What follows belongs to an exercise in optimizing a design on an open flow for small area, a short achievable clock period and few clock cycles; a production flow would make more cautious choices. In this exercise RTL edits were held to simulation tests only and were not proved equivalent to the original.

==> run Z: inputs <==
==> flow/design.v <==
package ipdc_pkg;
  typedef enum logic [2:0] {
    OP_LOAD    = 3'b000,
    OP_RIGHT   = 3'b001,
    OP_DOWN    = 3'b010,
    OP_DEFAULT = 3'b011,
    OP_ZOOM    = 3'b100,
    OP_LEFT    = 3'b101,
    OP_UP      = 3'b110,
    OP_NOP     = 3'b111
  } ipdc_op_e;
endpackage
module ipdc_img_buf (
  input  logic        i_clk,
  input  logic        i_we,
  input  logic [3:0]  i_wring,
  input  logic [23:0] i_wdata,
  input  logic [7:0]  i_rsel,
  input  logic [7:0]  i_psel,
  output logic [23:0] o_rd_data
);
  logic [63:0][23:0] fb;    
  logic [7:0][23:0]  rowd;
  always_ff @(posedge i_clk) begin
    for (int m = 0; m < 16; m++) begin
      fb[4*m+0] <= fb[4*m+1];
      fb[4*m+1] <= fb[4*m+2];
      fb[4*m+2] <= fb[4*m+3];
      fb[4*m+3] <= (i_we && i_wring == 4'(m)) ? i_wdata : fb[4*m+0];
    end
  end
  always_comb begin
    for (int r = 0; r < 8; r++) begin
      rowd[r] = '0;
      for (int c = 0; c < 8; c++)
        rowd[r] = rowd[r] | ({24{i_psel[c]}} & fb[r*8+c]);
    end
    o_rd_data = '0;
    for (int r = 0; r < 8; r++)
      o_rd_data = o_rd_data | ({24{i_rsel[r]}} & rowd[r]);
  end
endmodule
module ipdc_window_engine
#(
  parameter int unsigned DATA_W  = 24,
  parameter int unsigned IMG_DIM = 8,
  parameter int unsigned WIN_DIM = 4
) (
  input  logic              i_clk,
  input  logic              i_rst,
  input  logic              i_op_valid,
  input  logic [2:0]        i_op_mode,
  input  logic              i_in_valid,
  input  logic [DATA_W-1:0] i_in_data,
  output logic              o_in_ready,
  input  logic              i_out_ready,
  output logic              o_out_valid,
  output logic [DATA_W-1:0] o_out_data
);
  logic [4:0]  ro_q, co_q;
  logic        two_q;
  logic        act_q;
  logic [3:0]  n_q;
  logic [7:0]  rsel_q, csl_q, psel_q;
  logic        arr_q;
  logic [5:0]  acnt_q, wk_q;
  logic [3:0][23:0] dl_q;
  logic [3:0]  v_q;
  logic [1:0]  ph_q;
  logic        skid_v_q;
  logic [23:0] skid_q;
  logic        accept, acc_load, acc_disp, rd_fire, arr_last, we;
  logic [4:0]  ro_nx, co_nx, r_inc, r_dec, c_inc, c_dec;
  logic        two_nx;
  logic [23:0] rd_data, wdata;
  logic        act_nx, arr_nx, skid_v_nx, rd_done_nx, ld_busy_nx;
  logic [3:0]  n_nx, v_nx, take;
  logic [5:0]  wk_nx;
  logic [1:0]  ph_nx;
  logic [7:0]  rsel_nx, csl_nx, psel_nx;
  ipdc_img_buf u_img_buf (
    .i_clk     (i_clk),
    .i_we      (we),
    .i_wring   (wk_q[5:2]),
    .i_wdata   (wdata),
    .i_rsel    (rsel_q),
    .i_psel    (psel_q),
    .o_rd_data (rd_data)
  );
  assign accept   = i_op_valid && o_in_ready;
  assign acc_load = accept && (i_op_mode == 3'b000);
  assign acc_disp = accept && (i_op_mode != 3'b000) && (i_op_mode != 3'b111);
  assign rd_fire  = act_q && !skid_v_q;
  assign arr_last = arr_q && i_in_valid && (acnt_q == 6'd63);
  always_comb begin
    take = 4'b0000;
    if (v_q[3])      take = 4'b1000;
    else if (v_q[2]) take = 4'b0100;
    else if (v_q[1]) take = 4'b0010;
    else if (v_q[0]) take = 4'b0001;
    wdata = ({24{take[0]}} & dl_q[0]) | ({24{take[1]}} & dl_q[1]) |
            ({24{take[2]}} & dl_q[2]) | ({24{take[3]}} & dl_q[3]);
  end
  assign we = (v_q != 4'b0000) && (ph_q == wk_q[1:0]);
  always_comb begin
    v_nx  = {v_q[2:0] & ~(take[2:0] & {3{we}}), arr_q && i_in_valid};
    wk_nx = acc_load ? 6'd0 : wk_q + 6'(we);
    ph_nx = acc_load ? 2'd3 : ph_q + 2'd1;
    arr_nx = acc_load || (arr_q && !arr_last);
    ld_busy_nx = arr_nx || ((v_nx != 4'b0000) && !((wk_nx == 6'd63) && (ph_nx == 2'd3)));
  end
  assign r_inc = (two_q ? ro_q[0] : !ro_q[4]) ? {ro_q[3:0], 1'b0} : ro_q;
  assign c_inc = (two_q ? co_q[0] : !co_q[4]) ? {co_q[3:0], 1'b0} : co_q;
  assign r_dec = ro_q[0] ? ro_q : {1'b0, ro_q[4:1]};
  assign c_dec = co_q[0] ? co_q : {1'b0, co_q[4:1]};
  always_comb begin
    ro_nx  = ro_q;
    co_nx  = co_q;
    two_nx = two_q;
    case (i_op_mode)
      3'b001: co_nx = c_inc;
      3'b101: co_nx = c_dec;
      3'b010: ro_nx = r_inc;
      3'b110: ro_nx = r_dec;
      3'b011: begin ro_nx = 5'b00001; co_nx = 5'b00001; two_nx = 1'b1; end
      3'b100: begin ro_nx = 5'b00100; co_nx = 5'b00100; two_nx = 1'b0; end
      default: ;
    endcase
  end
  always_comb begin
    rsel_nx = rsel_q;
    csl_nx  = csl_q;
    if (acc_disp) begin
      act_nx  = 1'b1;
      n_nx    = 4'd0;
      rsel_nx = {3'b000, ro_nx};
      csl_nx  = {3'b000, co_nx};
    end else if (rd_fire) begin
      act_nx = (n_q != 4'd15);
      n_nx   = n_q + 4'd1;
      if (n_q[1:0] == 2'd3) begin
        csl_nx  = {3'b000, co_q};
        rsel_nx = two_q ? {rsel_q[5:0], 2'b00} : {rsel_q[6:0], 1'b0};
      end else begin
        csl_nx  = two_q ? {csl_q[5:0], 2'b00} : {csl_q[6:0], 1'b0};
      end
    end else begin
      act_nx = act_q;
      n_nx   = n_q;
    end
    for (int h = 0; h < 2; h++)
      for (int p = 0; p < 4; p++)
        psel_nx[4*h+p] = csl_nx[4*h + ((p + int'(ph_nx)) % 4)];
    skid_v_nx  = (o_out_valid && !i_out_ready) && (skid_v_q || rd_fire);
    rd_done_nx = !act_nx || ((n_nx == 4'd15) && !skid_v_nx);
  end
  always_ff @(posedge i_clk) begin
    if (i_rst) begin
      o_in_ready  <= 1'b1;
      ro_q        <= 5'b00001;
      co_q        <= 5'b00001;
      two_q       <= 1'b1;
      act_q       <= 1'b0;
      arr_q       <= 1'b0;
      v_q         <= 4'b0000;
      skid_v_q    <= 1'b0;
      o_out_valid <= 1'b0;
    end else begin
      o_in_ready <= !ld_busy_nx && rd_done_nx;
      act_q      <= act_nx;
      arr_q      <= arr_nx;
      v_q        <= v_nx;
      skid_v_q   <= skid_v_nx;
      if (!o_out_valid || i_out_ready)
        o_out_valid <= skid_v_q || rd_fire;
      if (acc_disp) begin
        ro_q  <= ro_nx;
        co_q  <= co_nx;
        two_q <= two_nx;
      end
    end
  end
  always_ff @(posedge i_clk) begin
    dl_q   <= {dl_q[2:0], i_in_data};
    ph_q   <= ph_nx;
    wk_q   <= wk_nx;
    n_q    <= n_nx;
    rsel_q <= rsel_nx;
    csl_q  <= csl_nx;
    psel_q <= psel_nx;
    if (acc_load) acnt_q <= '0;
    else if (arr_q && i_in_valid) acnt_q <= acnt_q + 6'd1;
    if (!o_out_valid || i_out_ready)
      o_out_data <= skid_v_q ? skid_q : rd_data;
    if (rd_fire && o_out_valid && !i_out_ready)
      skid_q <= rd_data;
  end
endmodule
==> flow/run.sh <==
#!/bin/bash
# synth_recipe.tcl (not shown) runs the flow's synth.tcl, then flattens the netlist and writes it again
# the make line also repeats each setting of config.mk as NAME=value (left out here)
make -C /OpenROAD-flow-scripts/flow DESIGN_CONFIG=/design/flow/config.mk WORK_HOME=/design/flow/orfs CLKGATE_MAP_FILE= SYNTH_SCRIPT=/design/flow/synth_recipe.tcl finish
==> flow/config.mk <==
export PLATFORM = sky130hd
export DESIGN_NAME = ipdc_window_engine
export DESIGN_NICKNAME = ipdc_window_engine
export VERILOG_FILES = /design/flow/design.v
export SDC_FILE = /design/flow/constraint.sdc
export NUM_CORES = 4
export LEC_CHECK = 0
export CAP_MARGIN = 20
export CORE_MARGIN = 2
export CORE_UTILIZATION = 55
export CTS_BUF_LIST = sky130_fd_sc_hd__clkbuf_16
export CTS_CLUSTER_DIAMETER = 60
export CTS_CLUSTER_SIZE = 30
export SETUP_SLACK_MARGIN = 3.0
export SLEW_MARGIN = 20
==> flow/constraint.sdc <==
create_clock -name core_clock -period 5.5 [get_ports {i_clk}]
set_input_delay 1.1000 -clock core_clock [delete_from_list [all_inputs] [get_ports {i_clk}]]
set_output_delay 1.1000 -clock core_clock [all_outputs]
set_load 0.01 [all_outputs]
==> inputs of run B, as changes to run Z <==
==> flow/design.v, changed modules only <==
module ipdc_img_buf (
  input  logic                i_clk,
  input  logic                i_shift,
  input  logic [23:0]         i_wdata,
  input  logic [7:0]          i_rsel,
  input  logic [7:0]          i_csel,
  output logic [23:0]         o_rd_data
);
  logic [63:0][23:0] fb;
  logic [7:0][23:0]  rowd;
  always_ff @(posedge i_clk) begin
    if (i_shift) fb <= {i_wdata, fb[63:1]};
  end
  always_comb begin
    for (int r = 0; r < 8; r++) begin
      rowd[r] = '0;
      for (int c = 0; c < 8; c++)
        rowd[r] = rowd[r] | ({24{i_csel[c]}} & fb[r*8+c]);
    end
    o_rd_data = '0;
    for (int r = 0; r < 8; r++)
      o_rd_data = o_rd_data | ({24{i_rsel[r]}} & rowd[r]);
  end
endmodule
module ipdc_window_engine
#(
  parameter int unsigned DATA_W  = 24,
  parameter int unsigned IMG_DIM = 8,
  parameter int unsigned WIN_DIM = 4
) (
  input  logic              i_clk,
  input  logic              i_rst,
  input  logic              i_op_valid,
  input  logic [2:0]        i_op_mode,
  input  logic              i_in_valid,
  input  logic [DATA_W-1:0] i_in_data,
  output logic              o_in_ready,
  input  logic              i_out_ready,
  output logic              o_out_valid,
  output logic [DATA_W-1:0] o_out_data
);
  logic [4:0]  ro_q, co_q;
  logic        two_q;
  logic        act_q;
  logic [3:0]  n_q;
  logic [7:0]  rsel_q, csel_q;
  logic        ld_q;
  logic [5:0]  ld_cnt_q;
  logic        in_v_q;
  logic [23:0] in_q;
  logic        skid_v_q;
  logic [23:0] skid_q;
  logic        accept, acc_load, acc_disp, rd_fire, xfer, ld_done;
  logic [4:0]  ro_nx, co_nx, r_inc, r_dec, c_inc, c_dec;
  logic        two_nx;
  logic [23:0] rd_data;
  logic        act_nx, ld_nx, skid_v_nx, last_nx;
  logic [3:0]  n_nx;
  ipdc_img_buf u_img_buf (
    .i_clk     (i_clk),
    .i_shift   (in_v_q),
    .i_wdata   (in_q),
    .i_rsel    (rsel_q),
    .i_csel    (csel_q),
    .o_rd_data (rd_data)
  );
  assign accept   = i_op_valid && o_in_ready;
  assign acc_load = accept && (i_op_mode == 3'b000);
  assign acc_disp = accept && (i_op_mode != 3'b000) && (i_op_mode != 3'b111);
  assign rd_fire  = act_q && !skid_v_q;
  assign xfer     = o_out_valid && i_out_ready;
  assign ld_done  = ld_q && i_in_valid && (ld_cnt_q == 6'd63);
  assign r_inc = (two_q ? ro_q[0] : !ro_q[4]) ? {ro_q[3:0], 1'b0} : ro_q;
  assign c_inc = (two_q ? co_q[0] : !co_q[4]) ? {co_q[3:0], 1'b0} : co_q;
  assign r_dec = ro_q[0] ? ro_q : {1'b0, ro_q[4:1]};
  assign c_dec = co_q[0] ? co_q : {1'b0, co_q[4:1]};
  always_comb begin
    ro_nx  = ro_q;
    co_nx  = co_q;
    two_nx = two_q;
    case (i_op_mode)
      3'b001: co_nx = c_inc;
      3'b101: co_nx = c_dec;
      3'b010: ro_nx = r_inc;
      3'b110: ro_nx = r_dec;
      3'b011: begin ro_nx = 5'b00001; co_nx = 5'b00001; two_nx = 1'b1; end
      3'b100: begin ro_nx = 5'b00100; co_nx = 5'b00100; two_nx = 1'b0; end
      default: ;
    endcase
  end
  always_comb begin
    if (acc_disp) begin
      act_nx = 1'b1;
      n_nx   = 4'd0;
    end else if (rd_fire) begin
      act_nx = (n_q != 4'd15);
      n_nx   = n_q + 4'd1;
    end else begin
      act_nx = act_q;
      n_nx   = n_q;
    end
    ld_nx     = acc_load || (ld_q && !ld_done);
    skid_v_nx = (o_out_valid && !i_out_ready) && (skid_v_q || rd_fire);
    last_nx   = !act_nx || ((n_nx == 4'd15) && !skid_v_nx);
  end
  always_ff @(posedge i_clk) begin
    in_q <= i_in_data;
    if (i_rst) begin
      o_in_ready  <= 1'b1;
      ro_q        <= 5'b00001;
      co_q        <= 5'b00001;
      two_q       <= 1'b1;
      act_q       <= 1'b0;
      ld_q        <= 1'b0;
      in_v_q      <= 1'b0;
      skid_v_q    <= 1'b0;
      o_out_valid <= 1'b0;
    end else begin
      o_in_ready <= !ld_nx && last_nx;
      act_q      <= act_nx;
      ld_q       <= ld_nx;
      in_v_q     <= ld_q && i_in_valid;
      skid_v_q   <= skid_v_nx;
      if (!o_out_valid || i_out_ready)
        o_out_valid <= skid_v_q || rd_fire;
      if (acc_disp) begin
        ro_q  <= ro_nx;
        co_q  <= co_nx;
        two_q <= two_nx;
      end
    end
  end
  always_ff @(posedge i_clk) begin
    n_q <= n_nx;
    if (acc_load) ld_cnt_q <= '0;
    else if (ld_q && i_in_valid) ld_cnt_q <= ld_cnt_q + 6'd1;
    if (acc_disp) begin
      rsel_q <= {3'b000, ro_nx};
      csel_q <= {3'b000, co_nx};
    end else if (rd_fire) begin
      if (n_q[1:0] == 2'd3) begin
        csel_q <= {3'b000, co_q};
        rsel_q <= two_q ? {rsel_q[5:0], 2'b00} : {rsel_q[6:0], 1'b0};
      end else begin
        csel_q <= two_q ? {csel_q[5:0], 2'b00} : {csel_q[6:0], 1'b0};
      end
    end
    if (!o_out_valid || i_out_ready)
      o_out_data <= skid_v_q ? skid_q : rd_data;
    if (rd_fire && o_out_valid && !i_out_ready)
      skid_q <= rd_data;
  end
endmodule
- CORE_UTILIZATION: 55 -> 40
- CTS_BUF_LIST: sky130_fd_sc_hd__clkbuf_16 -> unset
- CTS_CLUSTER_DIAMETER: 60 -> unset
- CTS_CLUSTER_SIZE: 30 -> unset
- SETUP_SLACK_MARGIN: 3.0 -> unset
==> impl_metrics.ini <==
[pwr]
p_sw_frac = 0.325
seq_power_share = 0.503
p_int_uw = 18100

[route]
drtPass1Iterations = 6
routed_via_density = 6.31

[cells_and_area]
n_all_buffers = 202
non_clock_inverter_count = 8
fin_nets = 4355
drive_above_1_share = 0.114
n_fill_cell = 7296

[status]
outcome = no timing/DRC/antenna violations

[logic_synthesis]
synth-compound-area-share = 0.189
synth_largest_area_cell = dfxtp_1

[placed_design]
dp_hpwl_um = 74200
-- figures above: run Z

==> impl_metrics.ini <==
[pwr]
seq_power_share = 0.510

[route]
drtPass1Iterations = 8
routed_via_density = 5.93

[logic_synthesis]
synth_largest_area_cell = edfxtp_1

[cells_and_area]
n_all_buffers = 112
drive_above_1_share = 0.102
non_clock_inverter_count = 10

[placed_design]
dp_hpwl_um = 63500

[status]
outcome = no timing/DRC/antenna violations
-- figures above: run B

Testbench counts of run Z, summed over its fixed seeds: cycles 16,041.
Testbench counts of run B, summed over its fixed seeds: cycles 16,041.

[separate check: timing with driven ports]
In the flow no input, the clock included, has a driving cell. The finished layouts below were timed again as built, in two steps. Step 1, drivers: a clkbuf_16 drives i_clk and a buf_2 each remaining input, both assumed. Step 2 moves the port delays by t, midway between the first and last clock arrival at a register: inputs arrive t later, outputs are due t later. That takes back most of the time a late clock gives input paths. Three values: no drivers, after step 1, after step 2; two values: the first two.
run | t, ns | setup WS [ns] | worst hold slack (ns) | pins driven straight from the clock port
run Z | 0.805 | 2.912 / 2.912 / 2.272 | 0.320 / 0.320 / 0.320 | 1
run B | 0.843 | 2.464 / 2.435 / 1.674 | 0.402 / 0.402 / 0.402 | 1
After both steps setup and hold are still met in every run listed. The setup slack of run B, which loses most, moves by -0.029 ns with the drivers and by -0.790 ns with both steps.
